This design comes from an exercise in tuning for small area, a short achievable clock period and few clock cycles on the open sky130 flow, not from production work.
The RTL was checked by simulation tests, not by an equivalence proof against the original design.

==> run a: inputs <==
// multiplicacao_matrizes_seq
module multiplicacao_matrizes_seq #(
  parameter int DATA_W = multiplicacao_pkg::DATA_W_DEF,
  parameter int MAX_N  = multiplicacao_pkg::MAX_N_DEF,
  parameter int SIZE_W = $clog2(MAX_N - 1),
  parameter int ACC_W  = 18
) (
  input  logic                            clk,
  input  logic                            rst_n,
  input  logic                            start,
  input  logic                            sat_en,
  input  logic [SIZE_W-1:0]               matrix_size,
  input  logic [MAX_N*MAX_N*DATA_W-1:0]   A,
  input  logic [MAX_N*MAX_N*DATA_W-1:0]   B,
  output logic                            busy,
  output logic                            done,
  output logic [MAX_N*MAX_N*DATA_W-1:0]   C,
  output logic                            overflow_flag
);
==> flow/config.mk <==
export PLATFORM = sky130hd
export DESIGN_NAME = multiplicacao_matrizes_seq
export DESIGN_NICKNAME = multiplicacao_matrizes_seq
export VERILOG_FILES = /design/flow/design.v
export SDC_FILE = /design/flow/constraint.sdc
export NUM_CORES = 4
export LEC_CHECK = 0
export CAP_MARGIN = 20
export CORE_MARGIN = 2
export CORE_UTILIZATION = 40
export CTS_CLUSTER_DIAMETER = 100
export CTS_CLUSTER_SIZE = 20
export SLEW_MARGIN = 20
export SYNTH_HIERARCHICAL = 1
export SYNTH_MINIMUM_KEEP_SIZE = 0
==> flow/constraint.sdc <==
create_clock -name core_clock -period 11.0 [get_ports {clk}]
set_input_delay 2.2000 -clock core_clock [delete_from_list [all_inputs] [get_ports {clk}]]
set_output_delay 2.2000 -clock core_clock [all_outputs]
set_load 0.01 [all_outputs]
standard.sh (not shown) runs the stock make flow with config.mk's settings and CLKGATE_MAP_FILE= SYNTH_SCRIPT=/design/flow/synth_recipe.tcl, a recipe that flattens the netlist after the stock synthesis.
==> flow/flow/run.sh <==
#!/bin/bash
# The standard layout (the standard.sh, unchanged synthesis), with extra
# ORFS settings from flow/knobs.txt (one VAR=value per line): a larger
# setup margin for timing repair and a plain buffer for the port buffers.
# The constraints, clock period and checks are unchanged.
set -euo pipefail
mapfile -t KNOBS < <(grep -v '^#' flow/knobs.txt | sed '/^$/d')
bash standard.sh "${KNOBS[@]}" finish > standard_flow.log 2>&1
==> flow/flow/knobs.txt <==
SETUP_SLACK_MARGIN=5.75
BUFFER_PORTS_ARGS=-buffer_cell sky130_fd_sc_hd__buf_1
==> run b (differences from run a) <==
--- a/flow/design.v
+++ b/flow/design.v
@@ -21,21 +21,24 @@
   function automatic int decode_n(input int size, input int max_n);
     decode_n = (size + 2 > max_n) ? max_n : size + 2;
   endfunction
 endpackage
 module saturador #(
+  parameter int ACC_W  = 18,
   parameter int DATA_W = 8
 ) (
-  input  logic [DATA_W-1:0] lo,
-  input  logic              oor,
-  input  logic              neg,
+  input  logic [ACC_W-1:0]  acc,
   input  logic              sat_en,
-  output logic [DATA_W-1:0] y
+  output logic [DATA_W-1:0] y,
+  output logic              ovf
 );
+  logic neg;
   always_comb begin
-    y = {~lo[DATA_W-1], lo[DATA_W-2:0]};
-    if (sat_en && oor) begin
+    ovf = (acc[ACC_W-1:DATA_W] != '0);
+    neg = acc[ACC_W-1];
+    y   = {~acc[DATA_W-1], acc[DATA_W-2:0]};
+    if (sat_en && ovf) begin
       y = neg ? {1'b1, {(DATA_W-1){1'b0}}} : {1'b0, {(DATA_W-1){1'b1}}};
     end
   end
 endmodule
 module multiplicacao_matrizes_seq #(
@@ -57,36 +60,39 @@
   output logic                            overflow_flag
 );
   localparam int CNT_W = 3;
   logic             run_q;      
   logic             done_q;     
+  logic [MAX_N-1:0] first_q;    
   logic [CNT_W-1:0] cnt_q;
   logic             sat_q;
   logic [MAX_N-1:0] vld_q;      
   logic [DATA_W-1:0] a_q [MAX_N][MAX_N];
   logic [DATA_W-1:0] b_q [MAX_N][MAX_N];
   logic [ACC_W-1:0]  acc_q [MAX_N][MAX_N];
   logic [ACC_W-1:0]  acc_d [MAX_N][MAX_N];
-  logic              oor_q [MAX_N][MAX_N];    
   logic idle;
   logic [CNT_W-1:0] n_m1;
   assign idle = !run_q && !done_q;
   assign busy = run_q;
   assign done = done_q;
   assign n_m1 = CNT_W'(multiplicacao_pkg::decode_n(int'(matrix_size), MAX_N) - 1);
   always_ff @(posedge clk or negedge rst_n) begin
     if (!rst_n) begin
       run_q   <= 1'b0;
       done_q  <= 1'b0;
+      first_q <= '0;
       cnt_q   <= '0;
       sat_q   <= 1'b0;
       vld_q   <= '0;
     end else begin
       done_q  <= 1'b0;
+      first_q <= '0;
       if (idle) begin
         if (start) begin
           run_q   <= 1'b1;
+          for (int i = 0; i < MAX_N; i++) first_q[i] <= (i <= int'(n_m1));
           cnt_q   <= n_m1;
           sat_q   <= sat_en;
           for (int i = 0; i < MAX_N; i++) vld_q[i] <= (i <= int'(n_m1));
         end
       end else if (run_q) begin
@@ -128,11 +134,11 @@
       logic [7:0]  b;
       logic [17:0] acc_in;
       logic [17:0] sum;
       assign a      = a_q[gi][0];
       assign b      = b_q[0][gj];
-      assign acc_in = acc_q[gi][gj];
+      assign acc_in = first_q[gi] ? ACC_W'(1 << (DATA_W-1)) : acc_q[gi][gj];
       assign acc_d[gi][gj] = sum;
       logic pp_0_0;
       logic pp_0_1;
       logic pp_0_2;
       logic pp_0_3;
@@ -497,37 +503,30 @@
       assign sum[13] = pg[13] ^ bg26;
       assign sum[14] = pg[14] ^ bg19;
       assign sum[15] = pg[15] ^ bg27;
       assign sum[16] = pg[16] ^ bg15;
       assign sum[17] = pg[17] ^ bg28;
-      always_ff @(posedge clk) begin
-        if (accept) begin
-          acc_q[gi][gj] <= ACC_W'(1 << (DATA_W-1));
-          oor_q[gi][gj] <= 1'b0;
-        end else begin
-          acc_q[gi][gj] <= acc_d[gi][gj];
-          oor_q[gi][gj] <= (acc_d[gi][gj][ACC_W-1:DATA_W] != '0);
-        end
-      end
+      always_ff @(posedge clk) acc_q[gi][gj] <= acc_d[gi][gj];
     end
   end
   logic [MAX_N*MAX_N-1:0] ovf_e;
   for (genvar gi = 0; gi < MAX_N; gi++) begin : g_row
     for (genvar gj = 0; gj < MAX_N; gj++) begin : g_col
       logic [DATA_W-1:0] y;
+      logic              o;
       saturador #(
+        .ACC_W  (ACC_W),
         .DATA_W (DATA_W)
       ) u_sat (
-        .lo     (acc_q[gi][gj][DATA_W-1:0]),
-        .oor    (oor_q[gi][gj]),
-        .neg    (acc_q[gi][gj][ACC_W-1]),
+        .acc    (acc_q[gi][gj]),
         .sat_en (sat_q),
-        .y      (y)
+        .y      (y),
+        .ovf    (o)
       );
       localparam int GM = (gi > gj) ? gi : gj;
       assign C[(gi*MAX_N + gj)*DATA_W +: DATA_W] = vld_q[GM] ? y : '0;
-      assign ovf_e[gi*MAX_N + gj] = vld_q[GM] && oor_q[gi][gj];
+      assign ovf_e[gi*MAX_N + gj] = vld_q[GM] && o;
     end
   end
   assign overflow_flag = |ovf_e;
 endmodule
 module fa_bit (
==> run c (differences from run a) <==
==> flow/flow/knobs.txt (replaced) <==
SETUP_SLACK_MARGIN=5.5
BUFFER_PORTS_ARGS=-buffer_cell sky130_fd_sc_hd__buf_1
==> impl_metrics.py <==
metrics = {
    "status": {
        "status": "timing/DRC/antenna clean",
    },
    "route": {
        "via_per_inst": 5.18,
        "drtPass1Iterations": 5,
        "met3WireLength_um": 13900,
        "drt_wl_total_um": 243000,
    },
    "critical_path": {
        "crit_required_ns": 8.80,
        "reg2regPathDepth": 16,
    },
    "final_layout": {
        "fin_nets": 10242,
        "n_antenna_cell": 18,
    },
    "logic_synthesis": {
        "ys_seq_area_share_pct": 21.9,
    },
    "timing": {
        "setup_ws_ns": 5.66,
    },
    "placement": {
        "pre_cts_ws_ns": 5.35,
    },
}
the above is filed under run c

==> impl_metrics.py <==
metrics = {
    "final_layout": {
        "final_cell_mix": "1635 x and2_1, 1425 x fa_1, 839 x dfxtp_1",
        "fin_nets": 10339,
        "n_antenna_cell": 47,
    },
    "placement": {
        "pre_cts_ws_ns": 5.35,
    },
    "route": {
        "drt_wl_total_um": 274000,
        "via_per_inst": 5.31,
        "drtPass1Iterations": 5,
        "met3WireLength_um": 20200,
        "drtIter0Drc": 3531,
    },
    "logic_synthesis": {
        "synth-compound-area-share_pct": 5.74,
    },
    "timing": {
        "setup_ws_ns": 5.84,
    },
    "status": {
        "status": "timing/DRC/antenna clean",
    },
    "critical_path": {
        "reg2regPathDepth": 17,
        "cp.depth": 17,
    },
    "worst_hold_path": {
        "hold_path_end": "a_q[10][5]$_DFF_P_",
    },
}
the above is filed under run a

==> impl_metrics.py <==
metrics = {
    "status": {
        "status": "timing/DRC/antenna clean",
    },
    "logic_synthesis": {
        "ys_types": 49,
        "yosys.area.top_type_share_pct": 35.4,
        "postSynthAreaPerCell_um2": 10.9,
    },
    "route": {
        "via_per_inst": 5.18,
        "met2_length_um": 121000,
        "met3WireLength_um": 13100,
        "drt_wl_total_um": 241000,
        "drtPass1Iterations": 7,
    },
    "placement": {
        "pre_cts_ws_ns": 5.56,
        "detailed_place_hpwl_um": 176000,
    },
    "final_layout": {
        "multi_input_area_um2": 62000,
        "fin_nets": 10288,
        "n_antenna_cell": 14,
    },
    "critical_path": {
        "regToRegEndpoint": "acc_q[14][15]$_DFF_P_",
        "reg2regPathDepth": 13,
        "crit_required_ns": 8.80,
    },
    "worst_hold_path": {
        "whs_path_depth": 1,
    },
}
the above is filed under run b

Testbench counts of run a, summed over its fixed seeds: cycles 1,734.
Testbench counts of run b, summed over its fixed seeds: cycles 1,734.
Testbench counts of run c, summed over its fixed seeds: cycles 1,734.

## afterwards: timing with drivers on the ports
How much do the figures lean on ideal ports? The routed layouts below were timed once more, with nothing changed but the port constraints. Step 1: set_driving_cell puts a clkbuf_16 on clk and a buf_2 on each other input, an assumption about the parent block. Step 2 moves the port delays by t, midway between the first and last clock arrival at a register: inputs arrive t later, outputs are due t later. That takes back most of the time a late clock gives input paths. Slacks: ideal ports / drivers / drivers and shift; pairs: ideal ports / drivers.
| run | t, ns | setup WS [ns] | worst setup path at the end | pins driven straight from the clock port |
|---|---|---|---|---|
| run a | 0.852 | 5.843 / 5.811 / 5.843 | register to register | 1 |
| run b | 0.833 | 5.483 / 5.398 / 5.912 | register to register | 1 |
| run c | 0.839 | 5.662 / 5.572 / 5.730 | register to register | 1 |
After both steps every run listed still meets setup and hold.
